Context: an optimization exercise on an open-source flow, tuned for small area, a short achievable clock period and few clock cycles per item. The choices shown serve that exercise and are no tape-out recipe. Only simulation tests tie the RTL to the original design; equivalence was not proved.

==> design/flow/config.mk <==
export PLATFORM = sky130hd
export DESIGN_NAME = stick_deadzone_conditioner_top
export DESIGN_NICKNAME = stick_deadzone_conditioner_top
export VERILOG_FILES = /design/flow/design.v
export SDC_FILE = /design/flow/constraint.sdc
export NUM_CORES = 4
export LEC_CHECK = 0
export CAP_MARGIN = 20
export CORE_MARGIN = 2
export CORE_UTILIZATION = 45
export PLACE_DENSITY = 0.6
export SLEW_MARGIN = 20
==> design/flow/constraint.sdc <==
create_clock -name core_clock -period 10.0 [get_ports {clk_i}]
set_input_delay 2.0000 -clock core_clock [delete_from_list [all_inputs] [get_ports {clk_i}]]
set_output_delay 2.0000 -clock core_clock [all_outputs]
set_load 0.01 [all_outputs]
==> design/flow/design.v <==
module sdc_sqrt #(
  parameter int RW = 16,
  parameter int SW = 1
) (
  input  logic            clk_i,
  input  logic            rst_ni,
  input  logic            in_valid_i,
  input  logic [2*RW-1:0] in_rad_i,
  input  logic [SW-1:0]   in_side_i,
  output logic            out_valid_o,
  output logic [RW-1:0]   out_root_o,
  output logic [SW-1:0]   out_side_o
);
  localparam int TW = 2*RW + 1;
  logic            v_q    [RW+1];
  logic [2*RW-1:0] rem_q  [RW+1];
  logic [RW-1:0]   root_q [RW+1];
  logic [SW-1:0]   side_q [RW+1];
  always_ff @(posedge clk_i or negedge rst_ni) begin
    if (!rst_ni) begin
      v_q[0] <= 1'b0;
    end else begin
      v_q[0] <= in_valid_i;
    end
  end
  always_ff @(posedge clk_i) begin
    rem_q[0]  <= in_rad_i;
    root_q[0] <= '0;
    side_q[0] <= in_side_i;
  end
  for (genvar s = 0; s < RW; s++) begin : g_stage
    localparam int B = RW - 1 - s;
    logic [TW-1:0] trial;
    logic [TW-1:0] rem_ext;
    logic          take;
    assign trial   = (TW'(root_q[s]) << (B + 1)) | (TW'(1) << (2 * B));
    assign rem_ext = TW'(rem_q[s]);
    assign take    = rem_ext >= trial;
    always_ff @(posedge clk_i or negedge rst_ni) begin
      if (!rst_ni) begin
        v_q[s+1] <= 1'b0;
      end else begin
        v_q[s+1] <= v_q[s];
      end
    end
    always_ff @(posedge clk_i) begin
      rem_q[s+1]  <= take ? (2*RW)'(rem_ext - trial) : rem_q[s];
      root_q[s+1] <= take ? (root_q[s] | (RW'(1) << B)) : root_q[s];
      side_q[s+1] <= side_q[s];
    end
  end
  assign out_valid_o = v_q[RW];
  assign out_root_o  = root_q[RW];
  assign out_side_o  = side_q[RW];
endmodule
module sdc_div #(
  parameter int QW = 15,
  parameter int SW = 1
) (
  input  logic                        clk_i,
  input  logic                        rst_ni,
  input  logic                        in_valid_i,
  input  logic [1:0][16+QW-1:0]    in_num_i,
  input  logic [1:0][16-1:0]       in_den_i,
  input  logic [SW-1:0]               in_side_i,
  output logic                        out_valid_o,
  output logic [1:0][QW-1:0]          out_quo_o,
  output logic [SW-1:0]               out_side_o
);
  localparam int DIV_W = 16;
  logic                   v_q    [QW+1];
  logic [1:0][DIV_W-1:0]  rem_q  [QW+1];
  logic [1:0][QW-1:0]     low_q  [QW+1];
  logic [1:0][DIV_W-1:0]  den_q  [QW+1];
  logic [SW-1:0]          side_q [QW+1];
  always_ff @(posedge clk_i or negedge rst_ni) begin
    if (!rst_ni) begin
      v_q[0] <= 1'b0;
    end else begin
      v_q[0] <= in_valid_i;
    end
  end
  always_ff @(posedge clk_i) begin
    for (int l = 0; l < 2; l++) begin
      rem_q[0][l] <= in_num_i[l][QW +: DIV_W];
      low_q[0][l] <= in_num_i[l][QW-1:0];
      den_q[0][l] <= in_den_i[l];
    end
    side_q[0] <= in_side_i;
  end
  for (genvar s = 0; s < QW; s++) begin : g_stage
    always_ff @(posedge clk_i or negedge rst_ni) begin
      if (!rst_ni) begin
        v_q[s+1] <= 1'b0;
      end else begin
        v_q[s+1] <= v_q[s];
      end
    end
    always_ff @(posedge clk_i) begin
      side_q[s+1] <= side_q[s];
    end
    for (genvar l = 0; l < 2; l++) begin : g_lane
      logic [DIV_W:0] r2;
      logic [DIV_W:0] dx;
      logic           take;
      assign r2   = {rem_q[s][l], low_q[s][l][QW-1]};
      assign dx   = {1'b0, den_q[s][l]};
      assign take = r2 >= dx;
      always_ff @(posedge clk_i) begin
        rem_q[s+1][l] <= take ? DIV_W'(r2 - dx) : r2[DIV_W-1:0];
        low_q[s+1][l] <= {low_q[s][l][QW-2:0], take};
        den_q[s+1][l] <= den_q[s][l];
      end
    end
  end
  assign out_valid_o = v_q[QW];
  assign out_quo_o   = low_q[QW];
  assign out_side_o  = side_q[QW];
endmodule
module stick_deadzone_conditioner_top #(
  parameter int SAMPLE_BITS   = 16,
  parameter int OUT_FRAC_BITS = 14
) (
  input  logic                 clk_i,
  input  logic                 rst_ni,
  input  logic                 start_i,
  output logic                 busy_o,
  input  logic [16-1:0]      raw_x_i,
  input  logic [16-1:0]      raw_y_i,
  output logic                 done_o,
  output logic [16-1:0]     out_x_o,
  output logic [16-1:0]     out_y_o,
  input  logic                 cfg_we_i,
  input  logic [2-1:0] cfg_idx_i,
  input  logic [15-1:0]     cfg_wdata_i
);
  localparam int IN_W      = 16;
  localparam int OUT_W     = 16;
  localparam int REG_W     = 15;
  localparam int MODE_W    = 2;
  localparam int CFG_IDX_W = 2;
  localparam int DIV_W     = 16;
  localparam logic [REG_W-1:0] SCALE_RST = 15'd32767;
  localparam logic [CFG_IDX_W-1:0] CFG_MODE  = 2'd0;
  localparam logic [CFG_IDX_W-1:0] CFG_SCALE = 2'd1;
  localparam logic [CFG_IDX_W-1:0] CFG_ZONE  = 2'd2;
  localparam logic [MODE_W-1:0] MODE_NONE = 2'd0;
  localparam logic [MODE_W-1:0] MODE_AXIS = 2'd1;
  localparam logic [MODE_W-1:0] MODE_CIRC = 2'd2;
  localparam int SB    = SAMPLE_BITS;
  localparam int FB    = OUT_FRAC_BITS;
  localparam int QW    = FB + 1;
  localparam int NW    = DIV_W + QW;
  localparam int PW    = SB + QW;
  localparam int SQ_SW = 2 + 2*SB;
  localparam int A_SW  = 2 + 3*SB + 4;
  localparam int B_SW  = 3 + 2*OUT_W;
  localparam int LAT   = SB + 2*FB + 7;
  localparam int ONE_S = 1 << FB;
  localparam logic [QW-1:0] ONE_Q = {1'b1, {FB{1'b0}}};
  function automatic logic [OUT_W-1:0] apply_sign(input logic neg, input logic [QW-1:0] mag);
    logic signed [QW:0] sv;
    logic signed [OUT_W-1:0] ov;
    sv = $signed({1'b0, mag});
    if (neg) begin
      sv = -sv;
    end
    ov = sv;
    apply_sign = ov;
  endfunction
  logic [MODE_W-1:0] mode_q;
  logic [REG_W-1:0] scale_q;
  logic [REG_W-1:0] zone_q;
  always_ff @(posedge clk_i or negedge rst_ni) begin
    if (!rst_ni) begin
      mode_q  <= MODE_NONE;
      scale_q <= SCALE_RST;
      zone_q  <= '0;
    end else if (cfg_we_i) begin
      unique case (cfg_idx_i)
        CFG_MODE:  mode_q  <= (cfg_wdata_i[MODE_W-1:0]);
        CFG_SCALE: scale_q <= cfg_wdata_i;
        CFG_ZONE:  zone_q  <= cfg_wdata_i;
        default: ;
      endcase
    end
  end
  assign busy_o = 1'b0;
  logic                 v0_q;
  logic signed [SB-1:0] x0_q, y0_q;
  always_ff @(posedge clk_i or negedge rst_ni) begin
    if (!rst_ni) begin
      v0_q <= 1'b0;
    end else begin
      v0_q <= start_i && !busy_o;
    end
  end
  always_ff @(posedge clk_i) begin
    x0_q <= $signed(raw_x_i[SB-1:0]);
    y0_q <= $signed(raw_y_i[SB-1:0]);
  end
  logic                   v1_q, sx1_q, sy1_q;
  logic [SB-1:0]          ax1_q, ay1_q;
  logic [2*SB-1:0]        qx1_q, qy1_q;
  logic signed [2*SB-1:0] sqx, sqy;
  assign sqx = x0_q * x0_q;
  assign sqy = y0_q * y0_q;
  always_ff @(posedge clk_i or negedge rst_ni) begin
    if (!rst_ni) begin
      v1_q <= 1'b0;
    end else begin
      v1_q <= v0_q;
    end
  end
  always_ff @(posedge clk_i) begin
    sx1_q <= x0_q[SB-1];
    sy1_q <= y0_q[SB-1];
    ax1_q <= x0_q[SB-1] ? (~x0_q + SB'(1)) : x0_q;
    ay1_q <= y0_q[SB-1] ? (~y0_q + SB'(1)) : y0_q;
    qx1_q <= sqx;
    qy1_q <= sqy;
  end
  logic             sq_v;
  logic [SB-1:0]    radius;
  logic [SQ_SW-1:0] sq_side;
  sdc_sqrt #(.RW(SB), .SW(SQ_SW)) u_sqrt (
    .clk_i       (clk_i),
    .rst_ni      (rst_ni),
    .in_valid_i  (v1_q),
    .in_rad_i    (qx1_q + qy1_q),
    .in_side_i   ({sx1_q, sy1_q, ax1_q, ay1_q}),
    .out_valid_o (sq_v),
    .out_root_o  (radius),
    .out_side_o  (sq_side)
  );
  logic               s_sx, s_sy;
  logic [SB-1:0]      s_ax, s_ay;
  logic               is_circ, use_zone;
  logic [DIV_W-1:0]   zone_eff, va, vb, ma, mb;
  logic signed [DIV_W-1:0] den;
  logic               den_bad, in_a, in_b, sat_a, sat_b;
  assign {s_sx, s_sy, s_ax, s_ay} = sq_side;
  assign is_circ  = (mode_q == MODE_CIRC);
  assign use_zone = is_circ || (mode_q == MODE_AXIS);
  assign zone_eff = use_zone ? DIV_W'(zone_q) : '0;
  assign va       = is_circ ? DIV_W'(radius) : DIV_W'(s_ax);
  assign vb       = DIV_W'(s_ay);
  assign den      = $signed(DIV_W'(scale_q)) - $signed(zone_eff);
  assign den_bad  = den[DIV_W-1] || (den == '0);
  assign in_a     = va <= zone_eff;
  assign in_b     = vb <= zone_eff;
  assign ma       = va - zone_eff;
  assign mb       = vb - zone_eff;
  assign sat_a    = den_bad || (ma >= DIV_W'(den));
  assign sat_b    = den_bad || (mb >= DIV_W'(den));
  logic                a_v;
  logic [1:0][QW-1:0]  a_quo;
  logic [A_SW-1:0]     a_side;
  sdc_div #(.QW(QW), .SW(A_SW)) u_div_zone (
    .clk_i       (clk_i),
    .rst_ni      (rst_ni),
    .in_valid_i  (sq_v),
    .in_num_i    ({NW'(mb) << FB, NW'(ma) << FB}),
    .in_den_i    ({DIV_W'(den), DIV_W'(den)}),
    .in_side_i   ({s_sx, s_sy, s_ax, s_ay, radius, in_a, in_b, sat_a, sat_b}),
    .out_valid_o (a_v),
    .out_quo_o   (a_quo),
    .out_side_o  (a_side)
  );
  logic              z_sx, z_sy, z_in_a, z_in_b, z_sat_a, z_sat_b;
  logic [SB-1:0]     z_ax, z_ay, z_dist;
  logic [QW-1:0]     qa, qb;
  logic [OUT_W-1:0]  rx, ry;
  logic              rad_ok;
  logic [PW-1:0]     px, py;
  assign {z_sx, z_sy, z_ax, z_ay, z_dist, z_in_a, z_in_b, z_sat_a, z_sat_b} = a_side;
  assign qa     = z_in_a ? '0 : (z_sat_a ? ONE_Q : a_quo[0]);
  assign qb     = z_in_b ? '0 : (z_sat_b ? ONE_Q : a_quo[1]);
  assign rx     = apply_sign(z_sx, qa);
  assign ry     = apply_sign(z_sy, qb);
  assign rad_ok = (qa != '0) && (z_dist != '0);
  assign px     = z_ax * qa;
  assign py     = z_ay * qa;
  logic                b_v;
  logic [1:0][QW-1:0]  b_quo;
  logic [B_SW-1:0]     b_side;
  sdc_div #(.QW(QW), .SW(B_SW)) u_div_radial (
    .clk_i       (clk_i),
    .rst_ni      (rst_ni),
    .in_valid_i  (a_v),
    .in_num_i    ({NW'(py), NW'(px)}),
    .in_den_i    ({DIV_W'(z_dist), DIV_W'(z_dist)}),
    .in_side_i   ({z_sx, z_sy, rad_ok, rx, ry}),
    .out_valid_o (b_v),
    .out_quo_o   (b_quo),
    .out_side_o  (b_side)
  );
  logic             f_sx, f_sy, f_ok;
  logic [OUT_W-1:0] f_rx, f_ry;
  logic             done_q;
  logic [OUT_W-1:0] out_x_q, out_y_q;
  assign {f_sx, f_sy, f_ok, f_rx, f_ry} = b_side;
  always_ff @(posedge clk_i or negedge rst_ni) begin
    if (!rst_ni) begin
      done_q <= 1'b0;
    end else begin
      done_q <= b_v;
    end
  end
  always_ff @(posedge clk_i) begin
    if (is_circ) begin
      out_x_q <= f_ok ? apply_sign(f_sx, b_quo[0]) : '0;
      out_y_q <= f_ok ? apply_sign(f_sy, b_quo[1]) : '0;
    end else begin
      out_x_q <= f_rx;
      out_y_q <= f_ry;
    end
  end
  assign done_o  = done_q;
  assign out_x_o = out_x_q;
  assign out_y_o = out_y_q;
endmodule
==> design/flow/run.sh <==
#!/bin/bash
# synth_recipe.tcl (not shown) runs the flow's synth.tcl, then flattens the netlist and writes it again
# the make line also repeats each setting of config.mk as NAME=value (left out here)
make -C /OpenROAD-flow-scripts/flow DESIGN_CONFIG=/design/flow/config.mk WORK_HOME=/design/flow/orfs CLKGATE_MAP_FILE= SYNTH_SCRIPT=/design/flow/synth_recipe.tcl finish
==> notes.md <==
-- synthesized netlist by cell type (all sizes together) (110+ instances only) --
cell type	count
dfxtp	4968
inv	2302
ha	1595
nand2	1201
a21oi	1011
nor2	998
fa	887
o21ai	805
xnor2	670
a21o	386
xor2	356
and3	309
nor3	302
clkbuf	296
nor2b	224
nand3	222
nand4	222
mux2	197
o31ai	185
o21a	167
nand2b	155
or3	138
a21boi	128
nor4	115
and2	110
-- routing by layer --
metal	routed length, um	global-route usage, %
met5	13	0
met4	16600	6.86
met3	16000	2.03
met2	219000	34.3
met1	188000	23.6
-- sequential cells by signal (all words and copies together) (netlist names), 16 cells and up --
| register | flops |
|---|---|
| u_div_zone.rem_q | 478 |
| u_div_radial.rem_q | 480 |
| qx1_q | 31 |
| u_div_radial.side_q | 560 |
| u_div_radial.low_q | 480 |
| u_sqrt.rem_q | 512 |
| u_sqrt.side_q | 578 |
| u_div_radial.v_q | 16 |
| u_sqrt.v_q | 17 |
| x0_q | 16 |
| u_div_zone.v_q | 16 |
| out_x_q | 16 |
| qy1_q | 31 |
| u_div_zone.side_q | 864 |
| u_sqrt.root_q | 136 |
| u_div_zone.low_q | 242 |
| y0_q | 16 |
| u_div_zone.den_q | 240 |
| u_div_radial.den_q | 240 |
| out_y_q | 16 |
-- cell usage in the layout, fill, tap and decap left out, types with 125 or more instances in the layout --
master / synthesis / layout
nand2b_1: 155 / 155
nor3_1: 299 / 299
o21a_1: 167 / 167
nor2b_1: 224 / 224
a21oi_1: 1008 / 1004
and3_1: 309 / 309
xor2_1: 356 / 356
nand4_1: 222 / 222
dfxtp_1: 4968 / 4968
xnor2_1: 670 / 670
o21ai_0: 788 / 788
fa_1: 887 / 887
o31ai_1: 183 / 183
clkbuf_16: 0 / 486
ha_1: 1595 / 1594
inv_1: 2299 / 2299
nand3_1: 222 / 222
or3_1: 138 / 138
mux2_2: 197 / 197
nor2_1: 998 / 996
a21boi_0: 125 / 125
nand2_1: 1201 / 1200
a21o_1: 386 / 385
-- logic make-up after synthesis --
group,Yosys count
other,1
buffers and inverters,2689
xor gates and xnor gates,1026
AOI/OAI and AO/OA,3262
adders and majority gates,2482
muxes,268
and+or+nand+nor,4164
DFF,5052
-- layout make-up --
| class | instances | area, um2 |
|---|---|---|
| diodes | 32 | 80.1 |
| repair buffers | 159 | 1420 |
| fillers | 40300 | 221000 |
| clock buffers | 646 | 13800 |
| multi-input cells | 11200 | 90400 |
| inverters | 2307 | 8660 |
| flip-flops and latches | 5052 | 102000 |
| clock inverters | 254 | 3240 |
| well taps | 5952 | 7450 |
-- how the worst max path moves through the flow --
stage                                           end  slack, ps  depth (start not counted)
after floorplan           u_div_radial.rem_q[0][14]       2990                         26
final                     u_div_radial.rem_q[0][14]       2210                         25
after CTS                 u_div_radial.rem_q[0][14]       2230                         25
after global placement    u_div_radial.rem_q[0][14]       2320                         25
after detailed placement  u_div_radial.rem_q[0][14]       2290                         25
after global routing      u_div_radial.rem_q[0][14]       1710                         25
==> results_dict.tcl <==
set metrics [dict create \
    grt_max_degree 99 \
    synth_seq_area_share_pct 50.3 \
    status "complete, no violations" \
    max_freq_ghz 0.128 \
    r2r-start "u_div_zone.side_q[15][1]" \
    numPortBuffers 85 \
    slew_headroom_pct 27.4 \
    dp_hpwl_mm 344 \
    synth-xor-area-share_pct 4.45 \
    initial_utilization_pct 45.1 \
    crit_path_max_incr_delay_ps 630 \
    postCtsHoldBufs 0 \
    syn_inst 18900 \
    regToRegSetupSlack_ps 2210 \
    drt_iter0_drc 6842 \
    yosysTopAreaCell "dfxtp_1" \
    synth_cell_types 94 \
    clk_transition_reported_paths_ps 60 \
    cp-end-kind "register" \
    holdPathStages 0 \
    worstPathArrival_ps 8650 \
    r2r_cells 25 \
    fp.dieH_um 674 \
    fin_hold_ws_ps 250 \
    coreArea_mm2 0.448 \
    synth-main-ff-cell "dfxtp_1" \
    worstSetupStartpointType "register" \
    drc 0 \
    layout_min_cycle_time_ps 7790 \
    firstDrtPassIters 9 \
    drtAntennaViolNets 0 \
    min-delay-start "u_div_zone.side_q[13][44]" \
    worstPathRequired_ps 10850 \
    cts_tree "built" \
    place_ws_ps 2290 \
    post_dp_cell_area_mm2 0.209 \
    wl_per_cell_um 17.2 \
    syn-cell-area_mm2 0.202 \
    area_delta_synth_final_pct 12.2 \
    nNetsFinal 21700 \
    post-route-period-util_pct 77.9 \
    crit_path_frequent_cell "fa_1" \
    synth.area.top_cells "dfxtp_1 (49%), ha_1 (9.9%), fa_1 (8.8%)" \
    synth_top_family_by_area "adder cells" \
    async_flop_share_pct 1.66 \
    post_cts_resized 0 \
    grt_pass1_wl_mm 689 \
    synth-adder-area-share_pct 18.7 \
    gp_congestion 0.882 \
    cts_buffer_depth 4 \
    cap_violations 0 \
    min_path_type "reg -> reg" \
    cts_root_buf "clkbuf_16" \
    crit_start "u_div_zone.side_q[15][1]" \
    synthMuxAreaShare_pct 1.45 \
    synth.avg_cell_area_um2 10.7 \
    critPathKind "reg -> reg" \
    worstMarginPinSlew_ps 1090 \
    cts_sinks 5052 \
    cts_setup_buffers 0 \
    final-max-slew-violation-count 0 \
    rsz0062_at_grt "false" \
    cts_buffers 483 \
    regToRegEndpoint "u_div_radial.rem_q[0][14]" \
    h-tree-depth 5 \
    finalSetupTns_ps 0 \
    grt_pass1_vias 126000 \
    clk_latency_ps 1010 \
    cp_slowest_cell "a2111oi_0" \
    final_util_pct 50.6 \
    crit_buf_inv 5 \
    grt_antenna_before_repair 19 \
    final-setup-viol-count 0 \
    yosysTopAreaCellShare_pct 49.2 \
    hold-path-endpoint "u_div_zone.side_q[14][44]" \
    vias 126000 \
    num_rows 246 \
    dieArea_mm2 0.454 \
    routed_wl_mm 440 \
    synth_compound_area_share_pct 10.1 \
    drive_gt1_share_pct 6.42 \
    synth_edf_count 0 \
    stdcell_count 25600 \
    grtUsageTotal_pct 19.1 \
    critPathTopFamily "adder cells" \
    ys_ff_latch 5052 \
    mappedNetlistNets 21500 \
    synth-simple-area-share_pct 10.0 \
    hold_viol_final 0 \
    vias_per_cell 4.94 \
    final_area_mm2 0.227 \
    ios 87 \
    overflow 0 \
    cp_max_fo 88 \
    layout_setup_ws_ps 2210 \
    yosys_warnings 18 \
    fin_skew_ps 81.5 \
    placed_cells 24700 \
    die_x_um 674 \
]
Testbench counts, summed over its fixed seeds: cycles 18,120, items 16,384.

-- afterwards: timing with drivers on the ports --
The flow's constraints put no driver on any port. The routed layout listed below was extracted and timed again, unchanged, in two steps. Step 1, drivers: a clkbuf_16 drives clk_i and a buf_2 each remaining input, both assumed. Step 2 also shifts input and output timing later by t, the mid clock arrival at the registers, as if the neighbouring blocks saw the same clock. Three values: ideal, step 1, step 2; two values: the first two.
t, ns: 1.096
setup WS [ns]: 2.207 / 2.207 / 2.207
pins driven straight from the clock port: 1
After both steps this run still meets setup and hold. The setup slack of this run moves by 0.000 ns with the drivers and by 0.000 ns with both steps.
